Context: an optimization exercise on an open-source flow, tuned for small area, a short achievable clock period and few clock cycles. The choices shown serve that exercise and are no tape-out recipe.
In this exercise RTL edits were held to simulation tests only and were not proved equivalent to the original.

===== flow/design.v =====
package ppu_pkg;
   localparam int N              = 16;
   localparam int ES             = 1;
   localparam int MS             = N - 2;
   localparam int TE_BITS        = $clog2(N) + ES + 2;
   localparam int FRAC_FULL_SIZE = 3 * N - 8;
   localparam int QW             = 16 * N;
   localparam int QF             = QW / 2;
   typedef logic signed [QW-1:0] quire_t;
   typedef struct packed {
      logic                      sign;
      logic signed [TE_BITS-1:0] te;
      logic [MS-1:0]             mant;
   } fir_t;
   typedef struct packed {
      logic                      sign;
      logic signed [TE_BITS-1:0] te;
      logic [FRAC_FULL_SIZE-1:0] frac;
      logic                      frac_truncated;
   } ops_out_meta_t;
   typedef struct packed {
      logic [2*MS-1:0]         prod;
      logic                    sign;
      logic signed [TE_BITS:0] te;
      logic                    last;
      logic                    zero;
      logic                    nar;
   } quire_s1_t;
   typedef enum logic [1:0] {ACC, DRAIN, NORM, OUT} quire_state_e;
endpackage
module quire_normalize #(
   parameter int QW = ppu_pkg::QW,
   parameter int QF = ppu_pkg::QF
) (
   input  logic signed [QW-1:0]   quire,
   input  logic                   sticky,
   output ppu_pkg::ops_out_meta_t meta,
   output logic                   zero
);
   localparam int TE_BITS        = ppu_pkg::TE_BITS;
   localparam int FRAC_FULL_SIZE = ppu_pkg::FRAC_FULL_SIZE;
   localparam int PW = $clog2(QW);
   localparam logic signed [PW+1:0] TE_HI = (PW+2)'(2 ** (TE_BITS - 1) - 1);
   localparam logic signed [PW+1:0] TE_LO = -TE_HI - 1;
   logic [QW-1:0]          mag;
   logic [QW-1:0]          aligned;
   logic [PW-1:0]          lead;
   logic signed [PW+1:0]   te_wide;
   always_comb begin
      mag = quire[QW-1] ? QW'(-quire) : QW'(quire);
      lead = '0;
      for (int i = 0; i < QW; i++) begin
         if (mag[i]) lead = PW'(i);
      end
      aligned = mag << (PW'(QW - 1) - lead);
      te_wide = $signed({2'b00, lead}) - $signed((PW+2)'(QF));
      meta = '0;
      zero = 1'b0;
      if (mag == '0) begin
         zero = !sticky;
         if (sticky) begin
            meta.te             = TE_BITS'(TE_LO);
            meta.frac_truncated = 1'b1;
         end
      end else begin
         meta.sign           = quire[QW-1];
         meta.frac           = aligned[QW-2 -: FRAC_FULL_SIZE];
         meta.frac_truncated = (|aligned[QW-2-FRAC_FULL_SIZE:0]) | sticky;
         if (te_wide > TE_HI) begin
            meta.te             = TE_BITS'(TE_HI);
            meta.frac_truncated = 1'b1;
         end else if (te_wide < TE_LO) begin
            meta.te             = TE_BITS'(TE_LO);
            meta.frac_truncated = 1'b1;
         end else begin
            meta.te = TE_BITS'(te_wide);
         end
      end
   end
endmodule
module ppu_quire_acc #(
   parameter int N  = ppu_pkg::N,
   parameter int ES = ppu_pkg::ES,
   parameter int QW = 16 * N,
   parameter int QF = QW / 2
) (
   input  logic        clk_i,
   input  logic        rst_i,
   input  logic        in_valid_i,
   output logic        in_ready_o,
   input  logic [21:0] in_a_i,
   input  logic [21:0] in_b_i,
   input  logic        in_a_special_i,
   input  logic        in_b_special_i,
   input  logic        in_last_i,
   output logic        out_valid_o,
   input  logic        out_ready_i,
   output logic [48:0] out_meta_o,
   output logic        out_nar_o,
   output logic        out_zero_o
);
   localparam int MS      = ppu_pkg::MS;
   localparam int TE_BITS = ppu_pkg::TE_BITS;
   localparam int SH_W = $clog2(QW) + $clog2(N) + ES + 2;
   ppu_pkg::fir_t          in_a, in_b;
   ppu_pkg::quire_state_e  state_reg;
   ppu_pkg::quire_state_e  state_next;
   ppu_pkg::quire_s1_t     s1;
   logic                   s1_valid;
   logic                   in_fire;
   logic signed [QW-1:0]   quire_reg;
   logic                   sticky_reg, nar_reg;
   logic [SH_W-1:0]        sh, rsh;
   logic [QW-1:0]          mag, addend, sum;
   logic                   drop;
   ppu_pkg::ops_out_meta_t norm_meta;
   ppu_pkg::ops_out_meta_t out_meta_reg;
   logic                   norm_zero, out_nar_reg, out_zero_reg;
   assign in_a    = in_a_i;
   assign in_b    = in_b_i;
   assign in_fire = in_valid_i && (state_reg == ppu_pkg::ACC);
   always_ff @(posedge clk_i or posedge rst_i) begin
      if (rst_i) begin
         s1_valid <= 1'b0;
         s1       <= '0;
      end else begin
         s1_valid <= in_fire;
         if (in_fire) begin
            s1.prod <= (2*MS)'(in_a.mant) * (2*MS)'(in_b.mant);
            s1.sign <= in_a.sign ^ in_b.sign;
            s1.te   <= (TE_BITS+1)'($signed(in_a.te)) + (TE_BITS+1)'($signed(in_b.te));
            s1.last <= in_last_i;
            s1.nar  <= (in_a_special_i & in_a.sign) | (in_b_special_i & in_b.sign);
            s1.zero <= in_a_special_i | in_b_special_i;
         end
      end
   end
   always_comb begin
      sh   = SH_W'($signed(s1.te)) + SH_W'(QF - (2 * MS - 2));
      rsh  = -sh;
      drop = 1'b0;
      if (!sh[SH_W-1]) begin
         mag = QW'(s1.prod) << sh;
      end else begin
         mag  = QW'(s1.prod >> rsh);
         drop = |(s1.prod & ~({(2*MS){1'b1}} << rsh));
      end
      addend = s1.sign ? -mag : mag;
      sum    = quire_reg + addend;
   end
   always_ff @(posedge clk_i or posedge rst_i) begin
      if (rst_i) begin
         quire_reg  <= '0;
         sticky_reg <= 1'b0;
         nar_reg    <= 1'b0;
      end else if (out_valid_o && out_ready_i) begin
         quire_reg  <= '0;
         sticky_reg <= 1'b0;
         nar_reg    <= 1'b0;
      end else if (s1_valid && s1.nar) begin
         nar_reg <= 1'b1;
      end else if (s1_valid && !s1.zero) begin
         quire_reg  <= sum;
         sticky_reg <= sticky_reg | drop;
      end
   end
   always_ff @(posedge clk_i or posedge rst_i) begin
      if (rst_i) state_reg <= ppu_pkg::ACC;
      else       state_reg <= state_next;
   end
   always_comb begin
      state_next  = state_reg;
      in_ready_o  = 1'b0;
      out_valid_o = 1'b0;
      case (state_reg)
         ppu_pkg::ACC: begin
            in_ready_o = 1'b1;
            if (in_valid_i && in_last_i) state_next = ppu_pkg::DRAIN;
         end
         ppu_pkg::DRAIN: if (s1_valid && s1.last) state_next = ppu_pkg::NORM;
         ppu_pkg::NORM:  state_next = ppu_pkg::OUT;
         ppu_pkg::OUT: begin
            out_valid_o = 1'b1;
            if (out_ready_i) state_next = ppu_pkg::ACC;
         end
         default: state_next = ppu_pkg::ACC;
      endcase
   end
   quire_normalize #(.QW(QW), .QF(QF)) u_norm (
      .quire  (quire_reg),
      .sticky (sticky_reg),
      .meta   (norm_meta),
      .zero   (norm_zero)
   );
   always_ff @(posedge clk_i or posedge rst_i) begin
      if (rst_i) begin
         out_meta_reg <= '0;
         out_nar_reg  <= 1'b0;
         out_zero_reg <= 1'b0;
      end else if (state_reg == ppu_pkg::NORM) begin
         out_nar_reg  <= nar_reg;
         out_zero_reg <= !nar_reg && norm_zero;
         out_meta_reg <= nar_reg ? '0 : norm_meta;
      end
   end
   assign out_meta_o = out_meta_reg;
   assign out_nar_o  = out_nar_reg;
   assign out_zero_o = out_zero_reg;
endmodule

===== flow/run.sh =====
#!/bin/bash
# synth_recipe.tcl (not shown) runs the flow's synth.tcl, then flattens the netlist and writes it again
# the make line also repeats each setting of config.mk as NAME=value (left out here)
make -C /OpenROAD-flow-scripts/flow DESIGN_CONFIG=/design/flow/config.mk WORK_HOME=/design/flow/orfs CLKGATE_MAP_FILE= SYNTH_SCRIPT=/design/flow/synth_recipe.tcl finish

===== flow/config.mk =====
export PLATFORM = sky130hd
export DESIGN_NAME = ppu_quire_acc
export DESIGN_NICKNAME = ppu_quire_acc
export VERILOG_FILES = /design/flow/design.v
export SDC_FILE = /design/flow/constraint.sdc
export NUM_CORES = 4
export LEC_CHECK = 0
export CAP_MARGIN = 20
export CORE_MARGIN = 2
export CORE_UTILIZATION = 25
export PLACE_DENSITY = 0.45
export SLEW_MARGIN = 20

===== flow/constraint.sdc =====
create_clock -name core_clock -period 12.0 [get_ports {clk_i}]
set_input_delay 2.4000 -clock core_clock [delete_from_list [all_inputs] [get_ports {clk_i}]]
set_output_delay 2.4000 -clock core_clock [all_outputs]
set_load 0.01 [all_outputs]

==> notes.md <==
-- worst min path at each step --
stage	from	end	slack, ns
2_1_floorplan	s1[1]	s1[1]	0.45
3_3_place_gp	out_zero_reg	out_zero_reg	0.48
3_5_place_dp	out_zero_reg	out_zero_reg	0.49
4_1_cts	out_zero_reg	out_zero_reg	0.50
5_1_grt	s1[2]	s1[2]	0.53
6_report	out_zero_reg	out_zero_reg	0.50
-- kinds of logic after synthesis --
family / synth area share (%)
AND/OR/NAND/NOR: 24.8
adder cells (fa/ha/maj): 8.81
AO/OA/AOI/OAI: 34.4
buffers and inverters: 6.79
multiplexers: 6.34
XOR/XNOR: 8.42
flip-flops: 10.5
-- per-stage QoR --
stage / setup TNS (ns) / instances / instance area (um2) / util, %
6_report: 0 / 16654 / 95900 / 28.7
5_1_grt: -0.0305 / 16645 / 95800 / 28.7
4_1_cts: 0 / 16635 / 95600 / 28.6
3_5_place_dp: 0 / 16540 / 93800 / 28.1
3_3_place_gp: 0 / 16539 / 93800 / 28.1
2_1_floorplan: 0 / 12158 / 84100 / -
-- synthesized netlist by cell type (all sizes together) (59+ instances only) --
cell type	number	area, um2
a211oi	129	973
inv	384	1440
nor2	937	3540
o21a	59	443
a22oi	80	601
a41oi	75	657
buf	349	1850
clkbuf	643	2410
and2	137	857
a21o	271	2030
o221ai	63	558
o21ai	1181	5940
o21bai	87	653
and3	94	588
nand4	206	1290
or2	81	507
or4	87	676
mux2i	320	3200
fa	143	2860
o211ai	107	803
o22ai	285	1790
or3	96	601
nand2	1417	5330
xor2	388	3410
ha	363	4540
o41ai	63	642
o31ai	168	1330
dfrtp	352	8810
nor4	159	1120
nor3	428	2210
xnor2	420	3680
a21oi	822	4120
a31oi	136	866
nand2b	131	827
o32ai	212	1890
mux2	75	845
a32o	84	841
nand3	362	1830
-- timing repair --
item | 4_1_cts | 5_1_grt
setup endpoints to repair | 0 | 16
gates resized for setup | 0 | 45
buffers inserted | 0 | 5
-- cell type report --
class,count,area [um2],area share (%)
Multi-Input combinational cell,10429,70100,73.2
Sequential cell,352,8820,9.20
Timing Repair Buffer,995,8210,8.56
Tap cell,4387,5490,5.73
Clock buffer,73,1460,1.52
Inverter,385,1450,1.51
Clock inverter,22,280,0.292
Antenna cell,11,27.5,0.0287
-- per-layer routing --
| metal | up-vias | wire length [um] | GRT usage, % |
|---|---|---|---|
| met3 | 1052 | 38000 | 3.55 |
| li1 | 45839 | - | - |
| met4 | 6 | 36000 | 17.1 |
| met5 | - | 47 | 0 |
| met1 | 49688 | 222000 | 39.4 |
| met2 | 5229 | 207000 | 41.1 |
-- worst max-delay path: cells and delay by family (launching register included) --
family / cells / cell delay, ns
muxes: 2 / 0.75
buffers and inverters: 5 / 0.90
adders and majority gates: 2 / 0.67
and+or+nand+nor: 20 / 4.65
DFF: 1 / 0.47
xor gates and xnor gates: 1 / 0.15
AOI/OAI and AO/OA: 19 / 3.55
==> impl_metrics.json <==
{
  "hold_slack_ns": 0.498,
  "hold_removal_path_class": "reg2reg",
  "detailedPlace.worstSlack_ns": 0.131,
  "die_h_um": 584,
  "detail-route-antenna-nets": 0,
  "dr_total_vias": 101814,
  "flow.area_growth_from_synthesis_pct": 14.0,
  "cts.clk_slew.worst_paths_ns": 0.06,
  "crit_fanout": 14,
  "tritoncts.num_buffers": 51,
  "setup_slack_ns": 0.695,
  "clock-sinks": 352,
  "filler_cell_count": 37269,
  "yosys_warnings": 2,
  "grt_start_max_net_pins": 170,
  "ys.flop_type": "dfrtp_1",
  "yosysSeqAreaShare_pct": 10.5,
  "finClkSkew_ns": 0.0615,
  "grt_pass1_vias": 94122,
  "fmax_mhz": 88.5,
  "ys_async_sr_fraction_pct": 100,
  "floorplan.initialDensity_pct": 25.2,
  "totalWireLength_um": 503000,
  "place.port_buffers": 103,
  "boundaryPins": 104,
  "worst_r2r_startpoint": "s1[3]",
  "hpwl_um": 403000,
  "syn_nets": 12715,
  "tritoncts_clock_tree": "yes",
  "yosys_register_bits": 352,
  "die-area_mm2": 0.341,
  "setup_viol": 0,
  "critPathKind": "reg2reg",
  "rr_endpoint": "quire_reg[253]",
  "grt_overflow_total": 0,
  "synth_area_mm2": 0.0841,
  "finalWeightedCongestion": 1.04,
  "cp_slowest_cell": "or4_4",
  "critPathLaunch": "s1[3]",
  "cts_hold_buf": 0,
  "worst_skew_pair.late_latency_ns": 0.74,
  "critical_path.max_stage_delay_ns": 0.65,
  "grt_antenna_before_repair": 16,
  "drcViolationCount": 0,
  "route.detailed.wl_per_inst_um": 30.2,
  "post_route_cells_drive_above_1_share_pct": 11.4,
  "share_of_the_cycle_needed_by_the_critical_path_after_routing_pct": 94.2,
  "slew-limit-headroom_pct": 14.7,
  "post_synth.cell_area_avg_um2": 6.92,
  "timing.critical_path.arrival_ns": 11.86,
  "min_path_cells": 2,
  "std_cell_rows": 212,
  "post_drt_via_cell_ratio": 6.11,
  "largest_register_ff_count": 256,
  "timing.critical_path.to": "quire_reg[253]",
  "finalMaxSlewViolations": 0,
  "timing.final.crit_period_ns": 11.31,
  "dr.pass1.iters": 8,
  "clock_tree.htree_level_count": 2,
  "grt_use_total_pct": 28.2,
  "reg2reg_setup_slack_ns": 0.69,
  "ys_types": 131,
  "timing.reg2reg.worst_path_depth": 49,
  "clockRootBuffer": "clkbuf_16",
  "dr.first_iter.drc_count": 13476,
  "status": "timing/DRC/antenna clean",
  "die_w_um": 584,
  "clock_tree.buffer_depth": 3,
  "max_cap_viol_count": 0,
  "end_kind": "register",
  "grt_pass1_wl_um": 712000,
  "timing.critical_path.from_type": "register",
  "core_area_mm2": 0.334,
  "synth-edff-count": 0,
  "final_common_cell": "nand2_1",
  "postSynthCellCount": 12158,
  "tightestPinTransition_ns": 1.27,
  "most_frequent_cells_in_the_layout": "nand2_1, o21ai_0, nor2_1",
  "nNetsFinal": 12771,
  "worst-endpoint-required_ns": 12.56,
  "fin_hold_viols": 0
}
Testbench counts, summed over its fixed seeds: cycles 7,710.

## separate check: timing with driven ports
The results above use ideal ports. As a check the final layout listed here was re-extracted and re-timed, cells and wires unchanged. Step 1 (the two cells are an assumption about what drives the block):
set clk [get_ports {clk_i}]
set_driving_cell -lib_cell sky130_fd_sc_hd__clkbuf_16 $clk
set_driving_cell -lib_cell sky130_fd_sc_hd__buf_2 [delete_from_list [all_inputs] $clk]
Step 2 also shifts input and output timing later by t, the mid clock arrival at the registers, as if the neighbouring blocks saw the same clock. Three values: ideal, step 1, step 2; two values: the first two.
shift t [ns]: 0.811
setup slack, ns: 0.695 / 0.695 / 0.695
latest minus earliest clock arrival (ns): 0.062 / 0.061
After both steps setup and hold are still met in this run. The setup slack of this run moves by 0.000 ns with the drivers and by 0.000 ns with both steps.
